This is an optimization exercise on Yosys and OpenROAD, whose aim is small area, not a production implementation.
In this exercise RTL edits were held to simulation tests only and were not proved equivalent to the original.
Power and IR drop assume default switching activity.

## indigo
==> module gsim_sched, before the edit <==
module gsim_sched #(
  parameter int N_ITER = N_ITER_DEFAULT
) (
  input  logic                clk,
  input  logic                reset,
  input  logic                in_en,
  input  logic [15:0]         b_in,
  output logic [WORD_W-1:0]   cu_b,
  output logic [WORD_W-1:0]   cu_x0,
  output logic [WORD_W-1:0]   cu_x1,
  output logic [WORD_W-1:0]   cu_x2,
  output logic [WORD_W-1:0]   cu_x3,
  output logic [WORD_W-1:0]   cu_x4,
  output logic [WORD_W-1:0]   cu_x5,
  input  logic [WORD_W-1:0]   cu_x_new,
  output logic                out_valid,
  output logic [WORD_W-1:0]   x_out
);
  localparam int                 SWEEP_W    = (N_ITER > 1) ? $clog2(N_ITER) : 1;
  localparam logic [SWEEP_W-1:0] LAST_SWEEP = SWEEP_W'(N_ITER - 1);
  localparam logic [IDX_W-1:0]   LAST_IDX   = IDX_W'(VEC_LEN - 1);
  localparam int                 X_LEN      = VEC_LEN - 2;
  logic               iter;      
  logic               wb_valid;  
  logic [IDX_W-1:0]   cnt;       
  logic [SWEEP_W-1:0] sweep;
  logic [15:0]        bs [VEC_LEN];
  logic [WORD_W-1:0]  xs [X_LEN];
  logic idle, drain, last_cnt, last_issue, b_shift, x_ext, b_en;
  assign drain      = wb_valid & ~iter;
  assign idle       = ~iter & ~wb_valid & ~out_valid;
  assign last_cnt   = (cnt == LAST_IDX);
  assign last_issue = iter & last_cnt & (sweep == LAST_SWEEP);
  assign b_shift    = iter | (idle & in_en);
  assign x_ext      = last_issue | drain | out_valid;  
  assign b_en       = b_shift | x_ext;
  always_ff @(posedge clk) begin
    if (reset) begin
      iter      <= 1'b0;
      wb_valid  <= 1'b0;
      out_valid <= 1'b0;
      cnt       <= '0;
      sweep     <= '0;
    end else begin
      wb_valid <= iter;
      if (b_shift | out_valid) cnt <= cnt + 1'b1;
      if (idle & in_en & last_cnt) iter <= 1'b1;
      if (iter & last_cnt) sweep <= sweep + 1'b1;
      if (last_issue) iter <= 1'b0;
      if (drain) out_valid <= 1'b1;
      if (out_valid & last_cnt) out_valid <= 1'b0;
    end
  end
  always_ff @(posedge clk) begin
    if (b_en) begin
      bs[0] <= iter ? bs[VEC_LEN-1] : ~b_in;
      for (int i = 1; i < VEC_LEN; i++) bs[i] <= bs[i-1];
      if (x_ext) begin
        bs[12] <= xs[X_LEN-1][15:0];
        bs[14] <= xs[X_LEN-1][31:16];
      end
    end
  end
  logic [WORD_W-1:0] x_new_n;
  assign x_new_n = ~(cu_x_new & {WORD_W{wb_valid}});
  always_ff @(posedge clk) begin
    xs[0] <= x_new_n;
    for (int i = 1; i < X_LEN; i++) xs[i] <= xs[i-1];
  end
  logic off_b, off_0, off_1, off_2, off_3, off_4, off_5, off_o;
  assign off_b = ~iter;
  assign off_0 = ~(iter & (cnt != '0));
  assign off_1 = ~(iter & (cnt <= IDX_W'(VEC_LEN - 2)));
  assign off_2 = ~(iter & (cnt >= IDX_W'(2)));
  assign off_3 = ~(iter & (cnt <= IDX_W'(VEC_LEN - 3)));
  assign off_4 = ~(iter & (cnt >= IDX_W'(3)));
  assign off_5 = ~(iter & (cnt <= IDX_W'(VEC_LEN - 4)));
  assign off_o = ~out_valid;
  assign cu_b  = {~(bs[VEC_LEN-1] | {16{off_b}}), {FRAC_W{1'b0}}};
  assign cu_x0 = ~(x_new_n | {WORD_W{off_0}});
  assign cu_x1 = ~(xs[13]  | {WORD_W{off_1}});
  assign cu_x2 = ~(xs[0]   | {WORD_W{off_2}});
  assign cu_x3 = ~(xs[12]  | {WORD_W{off_3}});
  assign cu_x4 = ~(xs[1]   | {WORD_W{off_4}});
  assign cu_x5 = ~(xs[11]  | {WORD_W{off_5}});
  assign x_out = ~({bs[15], bs[13]} | {WORD_W{off_o}});
endmodule
export LEC_CHECK = 0
export ABC_AREA = 1
export CAP_MARGIN = 0
export CORE_MARGIN = 2
export CORE_UTILIZATION = 40
export SLEW_MARGIN = 0
export BUFFER_PORTS_ARGS = -buffer_cell sky130_fd_sc_hd__buf_1
export CTS_ARGS = -sink_clustering_enable -repair_clock_nets -dont_use_dummy_load -buf_list {sky130_fd_sc_hd__clkbuf_8} -sink_clustering_size 20 -sink_clustering_max_diameter 60
create_clock -name core_clock -period 7.0 [get_ports {clk}]
standard.sh (not shown) runs the stock make flow with config.mk's settings and CLKGATE_MAP_FILE= SYNTH_SCRIPT=/design/flow/synth_recipe.tcl, a recipe that flattens the netlist after the stock synthesis.
==> flow/flow/run.sh <==
#!/bin/bash
# Standard ORFS flow (the standard.sh) with the settings in flow/extra.mk
# appended to the standard flow's config.mk: smaller port buffers and a leaner clock tree.
set -e
cat flow/extra.mk >> config.mk
bash standard.sh > standard.log 2>&1
==> flow/flow/extra.mk <==
export BUFFER_PORTS_ARGS = -buffer_cell sky130_fd_sc_hd__buf_1
export CTS_ARGS = -sink_clustering_enable -repair_clock_nets -dont_use_dummy_load -buf_list {sky130_fd_sc_hd__clkbuf_8} -sink_clustering_size 20 -sink_clustering_max_diameter 60
indigo: PASS, flow complete, no timing, DRC or antenna violations
Modified inputs, delta compared to indigo
==> flow/design.v, changed modules only <==
module gsim_sched #(
  parameter int N_ITER = N_ITER_DEFAULT
) (
  input  logic                clk,
  input  logic                reset,
  input  logic                in_en,
  input  logic [15:0]         b_in,
  output logic [WORD_W-1:0]   cu_b,
  output logic [WORD_W-1:0]   cu_x0,
  output logic [WORD_W-1:0]   cu_x1,
  output logic [WORD_W-1:0]   cu_x2,
  output logic [WORD_W-1:0]   cu_x3,
  output logic [WORD_W-1:0]   cu_x4,
  output logic [WORD_W-1:0]   cu_x5,
  input  logic [WORD_W-1:0]   cu_x_new,
  output logic                out_valid,
  output logic [WORD_W-1:0]   x_out
);
  localparam int                 SWEEP_W    = (N_ITER > 1) ? $clog2(N_ITER) : 1;
  localparam logic [SWEEP_W-1:0] LAST_SWEEP = SWEEP_W'(N_ITER - 1);
  localparam logic [IDX_W-1:0]   LAST_IDX   = IDX_W'(VEC_LEN - 1);
  logic               iter;      
  logic               wb_valid;  
  logic [IDX_W-1:0]   cnt;       
  logic [SWEEP_W-1:0] sweep;
  logic [15:0]        bs [VEC_LEN];
  logic [WORD_W-1:0]  xs [VEC_LEN];
  logic idle, drain, last_cnt, b_shift;
  assign drain    = wb_valid & ~iter;
  assign idle     = ~iter & ~wb_valid & ~out_valid;
  assign last_cnt = (cnt == LAST_IDX);
  assign b_shift  = iter | (idle & in_en);
  always_ff @(posedge clk) begin
    if (reset) begin
      iter      <= 1'b0;
      wb_valid  <= 1'b0;
      out_valid <= 1'b0;
      cnt       <= '0;
      sweep     <= '0;
    end else begin
      wb_valid <= iter;
      if (b_shift | out_valid) cnt <= cnt + 1'b1;
      if (idle & in_en & last_cnt) iter <= 1'b1;
      if (iter & last_cnt) begin
        sweep <= sweep + 1'b1;
        if (sweep == LAST_SWEEP) iter <= 1'b0;
      end
      if (drain) out_valid <= 1'b1;
      if (out_valid & last_cnt) out_valid <= 1'b0;
    end
  end
  always_ff @(posedge clk) begin
    if (b_shift) begin
      bs[0] <= iter ? bs[VEC_LEN-1] : b_in;
      for (int i = 1; i < VEC_LEN; i++) bs[i] <= bs[i-1];
    end
  end
  logic [WORD_W-1:0] x_new_n;
  assign x_new_n = ~(cu_x_new & {WORD_W{wb_valid}});
  always_ff @(posedge clk) begin
    xs[0] <= x_new_n;
    for (int i = 1; i < VEC_LEN; i++) xs[i] <= xs[i-1];
  end
  logic off_b, off_0, off_1, off_2, off_3, off_4, off_5, off_o;
  assign off_b = ~iter;
  assign off_0 = ~(iter & (cnt != '0));
  assign off_1 = ~(iter & (cnt <= IDX_W'(VEC_LEN - 2)));
  assign off_2 = ~(iter & (cnt >= IDX_W'(2)));
  assign off_3 = ~(iter & (cnt <= IDX_W'(VEC_LEN - 3)));
  assign off_4 = ~(iter & (cnt >= IDX_W'(3)));
  assign off_5 = ~(iter & (cnt <= IDX_W'(VEC_LEN - 4)));
  assign off_o = ~out_valid;
  assign cu_b  = {bs[VEC_LEN-1] & {16{~off_b}}, {FRAC_W{1'b0}}};
  assign cu_x0 = ~(x_new_n | {WORD_W{off_0}});
  assign cu_x1 = ~(xs[13]  | {WORD_W{off_1}});
  assign cu_x2 = ~(xs[0]   | {WORD_W{off_2}});
  assign cu_x3 = ~(xs[12]  | {WORD_W{off_3}});
  assign cu_x4 = ~(xs[1]   | {WORD_W{off_4}});
  assign cu_x5 = ~(xs[11]  | {WORD_W{off_5}});
  assign x_out = ~(xs[VEC_LEN-1] | {WORD_W{off_o}});
endmodule
Results
Across delta and indigo, none had a timing, DRC or antenna violation. Compared to indigo, delta has via count 291 lower. What indigo reported for total wire length has to be multiplied by 0.937 to get the figure for delta. Max power spent charging and discharging nets across delta and indigo: delta. As far as fraction of area in clock buffers and inverters is concerned, delta and indigo perform about the same. Changes observed in delta relative to indigo: final critical-path required period went down 0.26 ns; cell area went up 1100 µm².

========
The RTL this note starts from:
==> flow/design.v <==
package gsim_sched_pkg;
  localparam int VEC_LEN        = 16;
  localparam int IDX_W          = $clog2(VEC_LEN);
  localparam int FRAC_W         = 16;
  localparam int WORD_W         = 32;
  localparam int N_ITER_DEFAULT = 64;
  typedef enum logic [2:0] {
    S_IDLE,
    S_LOAD,
    S_ITER,
    S_DRAIN,
    S_OUT
  } state_t;
endpackage
import gsim_sched_pkg::*;
module gsim_sched #(
  parameter int N_ITER = N_ITER_DEFAULT
) (
  input  logic                clk,
  input  logic                reset,
  input  logic                in_en,
  input  logic [15:0]         b_in,
  output logic [WORD_W-1:0]   cu_b,
  output logic [WORD_W-1:0]   cu_x0,
  output logic [WORD_W-1:0]   cu_x1,
  output logic [WORD_W-1:0]   cu_x2,
  output logic [WORD_W-1:0]   cu_x3,
  output logic [WORD_W-1:0]   cu_x4,
  output logic [WORD_W-1:0]   cu_x5,
  input  logic [WORD_W-1:0]   cu_x_new,
  output logic                out_valid,
  output logic [WORD_W-1:0]   x_out
);
  localparam int                 SWEEP_W    = (N_ITER > 1) ? $clog2(N_ITER) : 1;
  localparam logic [SWEEP_W-1:0] LAST_SWEEP = SWEEP_W'(N_ITER - 1);
  localparam logic [IDX_W-1:0]   LAST_IDX   = IDX_W'(VEC_LEN - 1);
  logic               iter;      
  logic               wb_valid;  
  logic [IDX_W-1:0]   cnt;       
  logic [SWEEP_W-1:0] sweep;
  logic [15:0]        bs [VEC_LEN];
  logic [WORD_W-1:0]  xs [VEC_LEN];
  logic idle, drain, last_cnt, b_shift;
  assign drain    = wb_valid & ~iter;
  assign idle     = ~iter & ~wb_valid & ~out_valid;
  assign last_cnt = (cnt == LAST_IDX);
  assign b_shift  = iter | (idle & in_en);
  always_ff @(posedge clk) begin
    if (reset) begin
      iter      <= 1'b0;
      wb_valid  <= 1'b0;
      out_valid <= 1'b0;
      cnt       <= '0;
      sweep     <= '0;
    end else begin
      wb_valid <= iter;
      if (b_shift | out_valid) cnt <= cnt + 1'b1;
      if (idle & in_en & last_cnt) iter <= 1'b1;
      if (iter & last_cnt) begin
        sweep <= sweep + 1'b1;
        if (sweep == LAST_SWEEP) iter <= 1'b0;
      end
      if (drain) out_valid <= 1'b1;
      if (out_valid & last_cnt) out_valid <= 1'b0;
    end
  end
  always_ff @(posedge clk) begin
    if (b_shift) begin
      bs[0] <= iter ? bs[VEC_LEN-1] : b_in;
      for (int i = 1; i < VEC_LEN; i++) bs[i] <= bs[i-1];
    end
  end
  logic [WORD_W-1:0] x_new_n;
  assign x_new_n = ~(cu_x_new & {WORD_W{wb_valid}});
  always_ff @(posedge clk) begin
    xs[0] <= x_new_n;
    for (int i = 1; i < VEC_LEN; i++) xs[i] <= xs[i-1];
  end
  logic off_b, off_0, off_1, off_2, off_3, off_4, off_5, off_o;
  assign off_b = ~iter;
  assign off_0 = ~(iter & (cnt != '0));
  assign off_1 = ~(iter & (cnt <= IDX_W'(VEC_LEN - 2)));
  assign off_2 = ~(iter & (cnt >= IDX_W'(2)));
  assign off_3 = ~(iter & (cnt <= IDX_W'(VEC_LEN - 3)));
  assign off_4 = ~(iter & (cnt >= IDX_W'(3)));
  assign off_5 = ~(iter & (cnt <= IDX_W'(VEC_LEN - 4)));
  assign off_o = ~out_valid;
  assign cu_b  = {bs[VEC_LEN-1] & {16{~off_b}}, {FRAC_W{1'b0}}};
  assign cu_x0 = ~(x_new_n | {WORD_W{off_0}});
  assign cu_x1 = ~(xs[13]  | {WORD_W{off_1}});
  assign cu_x2 = ~(xs[0]   | {WORD_W{off_2}});
  assign cu_x3 = ~(xs[12]  | {WORD_W{off_3}});
  assign cu_x4 = ~(xs[1]   | {WORD_W{off_4}});
  assign cu_x5 = ~(xs[11]  | {WORD_W{off_5}});
  assign x_out = ~(xs[VEC_LEN-1] | {WORD_W{off_o}});
endmodule
Settings: LEC_CHECK=0, CAP_MARGIN=20, CORE_MARGIN=2, CORE_UTILIZATION=40, SLEW_MARGIN=20; clock period 7.0 ns.
run.sh (not shown) runs the stock make flow with config.mk's settings and CLKGATE_MAP_FILE= SYNTH_SCRIPT=/design/flow/synth_recipe.tcl, a recipe that flattens the netlist after the stock synthesis.
Stock flow here: none of the scripts above is used.
Edit:
--- a/flow/design.v
+++ b/flow/design.v
@@ -67,30 +67,30 @@
   always_ff @(posedge clk) begin
     if (b_shift) begin
       bs[0] <= iter ? bs[VEC_LEN-1] : b_in;
       for (int i = 1; i < VEC_LEN; i++) bs[i] <= bs[i-1];
     end
   end
-  logic [WORD_W-1:0] x_new_n;
-  assign x_new_n = ~(cu_x_new & {WORD_W{wb_valid}});
   always_ff @(posedge clk) begin
-    xs[0] <= x_new_n;
+    xs[0] <= wb_valid ? cu_x_new : '0;
     for (int i = 1; i < VEC_LEN; i++) xs[i] <= xs[i-1];
   end
-  logic off_b, off_0, off_1, off_2, off_3, off_4, off_5, off_o;
-  assign off_b = ~iter;
-  assign off_0 = ~(iter & (cnt != '0));
-  assign off_1 = ~(iter & (cnt <= IDX_W'(VEC_LEN - 2)));
-  assign off_2 = ~(iter & (cnt >= IDX_W'(2)));
-  assign off_3 = ~(iter & (cnt <= IDX_W'(VEC_LEN - 3)));
-  assign off_4 = ~(iter & (cnt >= IDX_W'(3)));
-  assign off_5 = ~(iter & (cnt <= IDX_W'(VEC_LEN - 4)));
-  assign off_o = ~out_valid;
-  assign cu_b  = {bs[VEC_LEN-1] & {16{~off_b}}, {FRAC_W{1'b0}}};
-  assign cu_x0 = ~(x_new_n | {WORD_W{off_0}});
-  assign cu_x1 = ~(xs[13]  | {WORD_W{off_1}});
-  assign cu_x2 = ~(xs[0]   | {WORD_W{off_2}});
-  assign cu_x3 = ~(xs[12]  | {WORD_W{off_3}});
-  assign cu_x4 = ~(xs[1]   | {WORD_W{off_4}});
-  assign cu_x5 = ~(xs[11]  | {WORD_W{off_5}});
-  assign x_out = ~(xs[VEC_LEN-1] | {WORD_W{off_o}});
+  always_comb begin
+    cu_b  = '0;
+    cu_x0 = '0;
+    cu_x1 = '0;
+    cu_x2 = '0;
+    cu_x3 = '0;
+    cu_x4 = '0;
+    cu_x5 = '0;
+    if (iter) begin
+      cu_b  = {bs[VEC_LEN-1], {FRAC_W{1'b0}}};
+      if (cnt != '0)                  cu_x0 = cu_x_new;
+      if (cnt <= IDX_W'(VEC_LEN - 2)) cu_x1 = xs[13];
+      if (cnt >= IDX_W'(2))           cu_x2 = xs[0];
+      if (cnt <= IDX_W'(VEC_LEN - 3)) cu_x3 = xs[12];
+      if (cnt >= IDX_W'(3))           cu_x4 = xs[1];
+      if (cnt <= IDX_W'(VEC_LEN - 4)) cu_x5 = xs[11];
+    end
+  end
+  assign x_out = out_valid ? xs[VEC_LEN-1] : '0;
 endmodule
After rerunning: Wire length goes up by 5.0%; die area came out higher by about 3%; critical path depth grows by 1; setup slack got worse by 0.39 ns; non-clock buffer count stays the same.

port drivers added, routing unchanged:
In the flow no input, the clock included, has a driving cell. The finished layouts below were timed again as built, in two steps. Step 1: set_driving_cell puts a clkbuf_16 on clk and a buf_2 on each other input, an assumption about the parent block. Step 2 moves the port delays by t, midway between the first and last clock arrival at a register: inputs arrive t later, outputs are due t later. That takes back most of the time a late clock gives input paths. Three values: no drivers, after step 1, after step 2; two values: the first two.
run | shift t [ns] | setup slack, ns | latest minus earliest clock arrival (ns) | worst register clock-pin slew, ns | worst slew at a driven data input, ns
indigo | 0.647 | 2.751 / 2.702 / 3.349 | 0.073 / 0.073 | 0.11 / 0.11 | 0.09
delta | 0.666 | 3.013 / 2.963 / 3.533 | 0.066 / 0.065 | 0.12 / 0.12 | 0.05
the first run of note 2 | 0.641 | 2.548 / 2.498 / 2.877 | 0.023 / 0.023 | 0.07 / 0.07 | 0.05
the second run of note 2 | 0.648 | 2.159 / 2.108 / 2.756 | 0.022 / 0.022 | 0.06 / 0.06 | 0.07
After both steps every run listed still meets setup and hold.
